This is an optimization exercise on Yosys and OpenROAD, whose aim is small area, a short achievable clock period and few clock cycles per item, not a production implementation.
Where RTL was checked, it was by simulation tests only, not by an equivalence proof against the original.

==> inputs of 01-07 <==
// key_expansion_engine
module key_expansion_engine (
    input  logic         clk,
    input  logic         rst,
    input  logic [127:0] key_in,
    input  logic         key_valid,
    output logic         key_ready,
    input  logic         abort,
    output logic [31:0]  rk_word,
    output logic [5:0]   rk_index,
    output logic [3:0]   rk_round,
    output logic         rk_valid,
    input  logic         rk_ready,
    output logic         rk_last,
    output logic         busy
);
export LEC_CHECK = 0
export ABC_AREA = 1
export CAP_MARGIN = 20
export CORE_MARGIN = 2
export CORE_UTILIZATION = 40
export CTS_BUF_LIST = sky130_fd_sc_hd__clkbuf_8
export SLEW_MARGIN = 20
export TNS_END_PERCENT = 0
create_clock -name core_clock -period 18.0 [get_ports {clk}]
standard.sh (not shown) runs the stock make flow with config.mk's settings and CLKGATE_MAP_FILE= SYNTH_SCRIPT=/design/flow/synth_recipe.tcl, a recipe that flattens the netlist after the stock synthesis.
==> flow/flow/run.sh <==
#!/bin/bash
# Standard ORFS layout (the standard.sh: standard synthesis, floorplan,
# power grid, placement, CTS, routing), with two changes to how it is made:
# the port buffers are buf_1 cells (the resizer upsizes them where timing
# needs it), and the resizer's timing repair aims for extra setup slack so
# that it sizes the critical paths. The SDC (clock period, I/O delays, loads)
# is the design's, unchanged.
set -euo pipefail
bash standard.sh \
  SETUP_SLACK_MARGIN=13.5 \
  "BUFFER_PORTS_ARGS=-buffer_cell sky130_fd_sc_hd__buf_1" \
  finish > make_finish.log 2>&1
==> 04-03: changes against 01-07 <==
--- a/flow/design.v
+++ b/flow/design.v
@@ -9,17 +9,16 @@
     output logic [5:0]   rk_index,
     output logic [3:0]   rk_round,
     output logic         rk_valid,
     input  logic         rk_ready,
     output logic         rk_last,
     output logic         busy
 );
-    logic [31:0] s0, s1, s2, s3;
+    logic [31:0] s [4];
     logic [5:0]  idx;
-    logic [3:0]  ph;        
     logic        busy_q;    
     logic        valid_q;   
     logic        ready_q;   
     logic        last_q;
     function automatic logic [7:0] sbox(input logic [7:0] a);
         logic U0, U1, U2, U3, U4, U5, U6, U7;
         logic T1, T2, T3, T4, T5, T6, T7, T8, T9, T10, T11, T12;
@@ -163,70 +162,105 @@
         S4 = L20 ^ L22;
         S5 = L25 ^ L29;
         S6 = ~(L13 ^ L27);
         S7 = ~(L6 ^ L23);
         sbox = {S0, S1, S2, S3, S4, S5, S6, S7};
     endfunction
     function automatic logic [7:0] rcon_of(input logic [3:0] r);
-        if (r[3]) rcon_of = r[0] ? 8'h36 : 8'h1b;
-        else      rcon_of = 8'h01 << r[2:0];
+        case (r)
+            4'd0:    rcon_of = 8'h01;
+            4'd1:    rcon_of = 8'h02;
+            4'd2:    rcon_of = 8'h04;
+            4'd3:    rcon_of = 8'h08;
+            4'd4:    rcon_of = 8'h10;
+            4'd5:    rcon_of = 8'h20;
+            4'd6:    rcon_of = 8'h40;
+            4'd7:    rcon_of = 8'h80;
+            4'd8:    rcon_of = 8'h1b;
+            default: rcon_of = 8'h36;
+        endcase
     endfunction
+    logic [1:0]  j;
     logic [7:0]  sb_in, sb;
-    logic [31:0] f;
+    logic [31:0] x0, x1, x2, x3;
+    logic        clr;
+    assign j = idx[1:0];
     always_comb begin
-        sb_in = ({8{ph[0]}} & s3[23:16])
-              | ({8{ph[1]}} & s2[15:8])
-              | ({8{ph[2]}} & s1[7:0])
-              | ({8{ph[3]}} & s0[31:24]);
+        case (j)
+            2'd0:    sb_in = s[3][23:16];
+            2'd1:    sb_in = s[2][15:8];
+            2'd2:    sb_in = s[1][7:0];
+            default: sb_in = s[0][31:24];
+        endcase
         sb = sbox(sb_in);
     end
-    assign f = {{8{ph[0]}} & (sb ^ rcon_of(idx[5:2])),
-                {8{ph[1]}} & sb,
-                {8{ph[2]}} & sb,
-                {8{ph[3]}} & sb};
+    assign x0 = s[1] ^ {24'h0, sb};
+    assign x1 = x0 ^ s[2];
+    assign x2 = x1 ^ s[3];
+    assign x3 = x2 ^ s[0];
+    assign clr  = rst | abort;
     always_ff @(posedge clk) begin
-        if (!busy_q) begin
-            s0 <= key_in[127:96];
-            s1 <= key_in[95:64];
-            s2 <= key_in[63:32];
-            s3 <= key_in[31:0];
+        if (!busy_q || rst) begin
+            s[0] <= key_in[127:96];
+            s[1] <= key_in[95:64];
+            s[2] <= key_in[63:32];
+            s[3] <= key_in[31:0];
         end else if (rk_ready) begin
-            s0 <= s1 ^ {24'h0, f[7:0]};
-            s1 <= s2 ^ {16'h0, f[15:0]};
-            s2 <= s3 ^ {8'h0, f[23:0]};
-            s3 <= s0 ^ ({32{!ph[0]}} & s3) ^ f;
+            case (j)
+                2'd0: begin
+                    s[0] <= s[1];
+                    s[1] <= s[2];
+                    s[2] <= s[3];
+                    s[3] <= s[0] ^ {sb ^ rcon_of(idx[5:2]), 24'h0};
+                end
+                2'd1: begin
+                    s[0] <= s[1];
+                    s[1] <= s[2];
+                    s[2] <= s[3] ^ {8'h0, sb, 16'h0};
+                    s[3] <= s[0];
+                end
+                2'd2: begin
+                    s[0] <= s[1];
+                    s[1] <= s[2] ^ {16'h0, sb, 8'h0};
+                    s[2] <= s[3];
+                    s[3] <= s[0];
+                end
+                default: begin
+                    s[0] <= x0;
+                    s[1] <= x1;
+                    s[2] <= x2;
+                    s[3] <= x3;
+                end
+            endcase
         end
     end
     always_ff @(posedge clk) begin
-        if (rst || abort) begin
+        if (clr) begin
             busy_q  <= 1'b0;
             valid_q <= 1'b0;
             ready_q <= 1'b1;
             idx     <= 6'd0;
-            ph      <= 4'b0001;
             last_q  <= 1'b0;
         end else if (!busy_q) begin
             busy_q  <= key_valid;
             valid_q <= key_valid;
             ready_q <= !key_valid;
             idx     <= 6'd0;
-            ph      <= 4'b0001;
             last_q  <= 1'b0;
         end else if (rk_ready) begin
             if (last_q) begin
                 busy_q  <= 1'b0;
                 valid_q <= 1'b0;
                 ready_q <= 1'b1;
             end
             idx    <= idx + 6'd1;
-            ph     <= {ph[2:0], ph[3]};
             last_q <= (idx == 6'd42);
         end
     end
     assign key_ready = ready_q;
     assign busy      = valid_q;
     assign rk_valid  = valid_q;
-    assign rk_word   = s0;
+    assign rk_word   = s[0];
     assign rk_index  = idx;
     assign rk_round  = idx[5:2];
     assign rk_last   = last_q;
 endmodule
==> flow/run.sh (new file) <==
#!/bin/bash
# synth_recipe.tcl (not shown) runs the flow's synth.tcl, then flattens the netlist and writes it again
# the make line also repeats each setting of config.mk as NAME=value (left out here)
make -C /OpenROAD-flow-scripts/flow DESIGN_CONFIG=/design/flow/config.mk WORK_HOME=/design/flow/orfs CLKGATE_MAP_FILE= SYNTH_SCRIPT=/design/flow/synth_recipe.tcl finish
Settings changed: ABC_AREA 1 to not set, CTS_BUF_LIST sky130_fd_sc_hd__clkbuf_8 to not set, TNS_END_PERCENT 0 to not set.
removed: flow/flow/run.sh
removed: flow/standard.sh
==> 04-28: changes against 01-07 <==
--- a/flow/design.v
+++ b/flow/design.v
@@ -11,19 +11,91 @@
     output logic         rk_valid,
     input  logic         rk_ready,
     output logic         rk_last,
     output logic         busy
 );
     logic [31:0] s0, s1, s2, s3;
     logic [5:0]  idx;
-    logic [3:0]  ph;        
     logic        busy_q;    
     logic        valid_q;   
     logic        ready_q;   
     logic        last_q;
+    function automatic logic [7:0] rcon_of(input logic [3:0] r);
+        if (r[3]) rcon_of = r[0] ? 8'h36 : 8'h1b;
+        else      rcon_of = 8'h01 << r[2:0];
+    endfunction
+    logic [3:0]  ph;        
+    logic [7:0]  sb_q, sb;
+    always_comb begin
+        ph = 4'b0000;
+        ph[idx[1:0]] = 1'b1;
+    end
+    logic [31:0] f;
+    always_ff @(posedge clk) begin
+        if (!busy_q)
+            sb_q <= key_in[23:16];
+        else if (rk_ready)
+            sb_q <= ({8{ph[0]}} & s3[15:8])
+                  | ({8{ph[1]}} & s2[7:0])
+                  | ({8{ph[2]}} & s1[31:24])
+                  | ({8{ph[3]}} & (s0[23:16] ^ s3[23:16]));
+    end
+    kexp_sbox u_sbox (.a(sb_q), .y(sb));
+    assign f = {{8{ph[0]}} & (sb ^ rcon_of(idx[5:2])),
+                {8{ph[1]}} & sb,
+                {8{ph[2]}} & sb,
+                {8{ph[3]}} & sb};
+    always_ff @(posedge clk) begin
+        if (!busy_q) begin
+            s0 <= key_in[127:96];
+            s1 <= key_in[95:64];
+            s2 <= key_in[63:32];
+            s3 <= key_in[31:0];
+        end else if (rk_ready) begin
+            s0 <= s1 ^ {24'h0, f[7:0]};
+            s1 <= s2 ^ {16'h0, f[15:0]};
+            s2 <= s3 ^ {8'h0, f[23:0]};
+            s3 <= s0 ^ ({32{!ph[0]}} & s3) ^ f;
+        end
+    end
+    always_ff @(posedge clk) begin
+        if (rst || abort) begin
+            busy_q  <= 1'b0;
+            valid_q <= 1'b0;
+            ready_q <= 1'b1;
+            idx     <= 6'd0;
+            last_q  <= 1'b0;
+        end else if (!busy_q) begin
+            busy_q  <= key_valid;
+            valid_q <= key_valid;
+            ready_q <= !key_valid;
+            idx     <= 6'd0;
+            last_q  <= 1'b0;
+        end else if (rk_ready) begin
+            if (last_q) begin
+                busy_q  <= 1'b0;
+                valid_q <= 1'b0;
+                ready_q <= 1'b1;
+            end
+            idx    <= idx + 6'd1;
+            last_q <= (idx == 6'd42);
+        end
+    end
+    assign key_ready = ready_q;
+    assign busy      = valid_q;
+    assign rk_valid  = valid_q;
+    assign rk_word   = s0;
+    assign rk_index  = idx;
+    assign rk_round  = idx[5:2];
+    assign rk_last   = last_q;
+endmodule
+module kexp_sbox (
+    input  logic [7:0] a,
+    output logic [7:0] y
+);
     function automatic logic [7:0] sbox(input logic [7:0] a);
         logic U0, U1, U2, U3, U4, U5, U6, U7;
         logic T1, T2, T3, T4, T5, T6, T7, T8, T9, T10, T11, T12;
         logic T13, T14, T15, T16, T17, T18, T19, T20, T21, T22, T23, T24;
         logic T25, T26, T27;
         logic M1, M2, M3, M4, M5, M6, M7, M8, M9, M10, M11, M12;
         logic M13, M14, M15, M16, M17, M18, M19, M20, M21, M22, M23, M24;
@@ -162,71 +234,9 @@
         S3 = L6 ^ L21;
         S4 = L20 ^ L22;
         S5 = L25 ^ L29;
         S6 = ~(L13 ^ L27);
         S7 = ~(L6 ^ L23);
         sbox = {S0, S1, S2, S3, S4, S5, S6, S7};
     endfunction
-    function automatic logic [7:0] rcon_of(input logic [3:0] r);
-        if (r[3]) rcon_of = r[0] ? 8'h36 : 8'h1b;
-        else      rcon_of = 8'h01 << r[2:0];
-    endfunction
-    logic [7:0]  sb_in, sb;
-    logic [31:0] f;
-    always_comb begin
-        sb_in = ({8{ph[0]}} & s3[23:16])
-              | ({8{ph[1]}} & s2[15:8])
-              | ({8{ph[2]}} & s1[7:0])
-              | ({8{ph[3]}} & s0[31:24]);
-        sb = sbox(sb_in);
-    end
-    assign f = {{8{ph[0]}} & (sb ^ rcon_of(idx[5:2])),
-                {8{ph[1]}} & sb,
-                {8{ph[2]}} & sb,
-                {8{ph[3]}} & sb};
-    always_ff @(posedge clk) begin
-        if (!busy_q) begin
-            s0 <= key_in[127:96];
-            s1 <= key_in[95:64];
-            s2 <= key_in[63:32];
-            s3 <= key_in[31:0];
-        end else if (rk_ready) begin
-            s0 <= s1 ^ {24'h0, f[7:0]};
-            s1 <= s2 ^ {16'h0, f[15:0]};
-            s2 <= s3 ^ {8'h0, f[23:0]};
-            s3 <= s0 ^ ({32{!ph[0]}} & s3) ^ f;
-        end
-    end
-    always_ff @(posedge clk) begin
-        if (rst || abort) begin
-            busy_q  <= 1'b0;
-            valid_q <= 1'b0;
-            ready_q <= 1'b1;
-            idx     <= 6'd0;
-            ph      <= 4'b0001;
-            last_q  <= 1'b0;
-        end else if (!busy_q) begin
-            busy_q  <= key_valid;
-            valid_q <= key_valid;
-            ready_q <= !key_valid;
-            idx     <= 6'd0;
-            ph      <= 4'b0001;
-            last_q  <= 1'b0;
-        end else if (rk_ready) begin
-            if (last_q) begin
-                busy_q  <= 1'b0;
-                valid_q <= 1'b0;
-                ready_q <= 1'b1;
-            end
-            idx    <= idx + 6'd1;
-            ph     <= {ph[2:0], ph[3]};
-            last_q <= (idx == 6'd42);
-        end
-    end
-    assign key_ready = ready_q;
-    assign busy      = valid_q;
-    assign rk_valid  = valid_q;
-    assign rk_word   = s0;
-    assign rk_index  = idx;
-    assign rk_round  = idx[5:2];
-    assign rk_last   = last_q;
+    assign y = sbox(a);
 endmodule
==> flow/flow/run.sh (replaced) <==
#!/bin/bash
# Standard ORFS layout (the standard.sh: standard synthesis, floorplan,
# power grid, placement, CTS, routing) with these changes to how it is made:
#  - synthesis keeps the S-box module (kexp_sbox) apart until technology
#    mapping, and ABC maps it with the platform's script and the rest of the
#    design with flow/abc_top.script (area-oriented); synth_recipe.tcl then
#    flattens and renames as usual, so the registers are the standard ones;
#  - the port buffers are buf_1 cells (the resizer upsizes them where timing
#    needs it);
#  - the resizer's timing repair aims for extra setup slack so that it sizes
#    the critical paths.
# The SDC (clock period, I/O delays, loads) is the design's, unchanged.
set -euo pipefail
work=$(pwd)
rm -rf "$work/scripts"
cp -r "$FLOW_HOME/scripts" "$work/scripts"
chmod -R u+w "$work/scripts"
python3 flow/patch_synth.py "$work/scripts/synth.tcl" > patch_synth.log 2>&1
cp flow/abc_top.script "$work/scripts/abc_top.script"
bash standard.sh \
  SCRIPTS_DIR="$work/scripts" \
  SYNTH_KEEP_MODULES=kexp_sbox \
  ABC_TOP_SCRIPT="$work/scripts/abc_top.script" \
  SETUP_SLACK_MARGIN=13.5 \
  "BUFFER_PORTS_ARGS=-buffer_cell sky130_fd_sc_hd__buf_1" \
  finish > make_finish.log 2>&1
==> flow/flow/abc_top.script (new file) <==
strash
dch
map -a
topo
stime -c
buffer -c
upsize -c
dnsize -c
==> flow/flow/patch_synth.py (new file) <==
#!/usr/bin/env python3
# Patches a copy of ORFS's scripts/synth.tcl so that, when the design has a
# module kexp_sbox (kept as its own module with SYNTH_KEEP_MODULES), ABC maps
# that module and the top module in two separate runs: the S-box with the
# platform's script (ABC_AREA's), the top module with ABC_TOP_SCRIPT.
# Everything else in the synthesis is unchanged; the design is flattened
# afterwards by synth_recipe.tcl as in the standard synthesis.
import sys
path = sys.argv[1]
s = open(path).read()
old_pre = 'source $::env(SCRIPTS_DIR)/synth_preamble.tcl\n'
new_pre = old_pre + '''proc get_modules_kexp { } {
  return [tee -q -s result.string select -list-mod kexp_sbox]
}
'''
old_abc = '  log_cmd abc {*}$abc_args\n} else {\n'
new_abc = '''  if { [llength [get_modules_kexp]] > 0 } {
    set top_args $abc_args
    if { [env_var_exists_and_non_empty ABC_TOP_SCRIPT] } {
      set top_args [lreplace $abc_args 1 1 $::env(ABC_TOP_SCRIPT)]
    }
    log_cmd abc {*}$abc_args kexp_sbox
    log_cmd abc {*}$top_args $::env(DESIGN_NAME)
  } else {
    log_cmd abc {*}$abc_args
  }
} else {
'''
assert s.count(old_pre) == 1 and s.count(old_abc) == 1, 'synth.tcl is not the expected version'
s = s.replace(old_pre, new_pre).replace(old_abc, new_abc)
open(path, 'w').write(s)
print('patched', path)
Settings changed: CORE_UTILIZATION 40 to 65.
==> flow_summary.json <==
{
  "outcome": "no timing/DRC/antenna violations",
  "rsz0062_at_grt": "true",
  "grt_max_degree": 88,
  "clock_sinks": 142,
  "crit_family": "flip-flops",
  "path_buf_inv": 1
}
[end of results for 01-07]
==> flow_summary.json <==
{
  "synth_cell_types": 84,
  "synth_top_family_by_area": "XOR/XNOR gates",
  "clock_sinks": 146,
  "rsz0062_at_grt": "false",
  "period_minus_slack_ps": 8200,
  "outcome": "no timing/DRC/antenna violations",
  "hp-start": "ready_q",
  "drt-initial-drc-count": 946,
  "crit_family": "XOR/XNOR gates"
}
[end of results for 04-03]
==> flow_summary.json <==
{
  "clock_sinks": 146,
  "path_buf_inv": 1,
  "drc": 0,
  "outcome": "no timing/DRC/antenna violations",
  "buffer_area_share_pct": 7.05,
  "hp-start": "ready_q",
  "ys_seq_area_share_pct": 45.2,
  "grt_max_degree": 114,
  "synth_cell_types": 46,
  "rsz0062_at_grt": "true"
}
[end of results for 04-28]
Testbench counts of 01-07, summed over its fixed seeds: cycles 5,760, keys 128.
Testbench counts of 04-28, summed over its fixed seeds: cycles 5,760, keys 128.
No functional check of the RTL was part of 04-03.

==> separate check: timing with driven ports <==
No port has a modelled driver above. Below, the same layouts with a new extraction and two added sets of constraints.
Step 1, drivers: a clkbuf_16 drives clk and a buf_2 each remaining input, both assumed.
Step 2 times the ports against the registers' clock, not the clock port: input delays grow and output delays shrink by t, the midpoint of the rising clock arrivals with the driver on.
Three values: ideal ports, drivers, drivers and shift; two values: the first two.
run | t, ns | slack for setup (ns) | worst hold slack (ns) | worst setup path after step 2 | latest minus earliest clock arrival (ns)
01-07 | 0.496 | 13.274 / 13.231 / 12.829 | 0.487 / 0.487 / 0.487 | input to register | 0.028 / 0.027
04-03 | 0.466 | 9.803 / 9.803 / 9.803 | 0.464 / 0.464 / 0.464 | register to register | 0.011 / 0.011
04-28 | 0.491 | 13.289 / 13.249 / 13.064 | 0.467 / 0.467 / 0.467 | input to register | 0.019 / 0.019
After both steps setup and hold are still met in every run listed. For 01-07, which loses most, drivers alone change the setup slack by -0.043 ns; drivers and shift together by -0.445 ns.
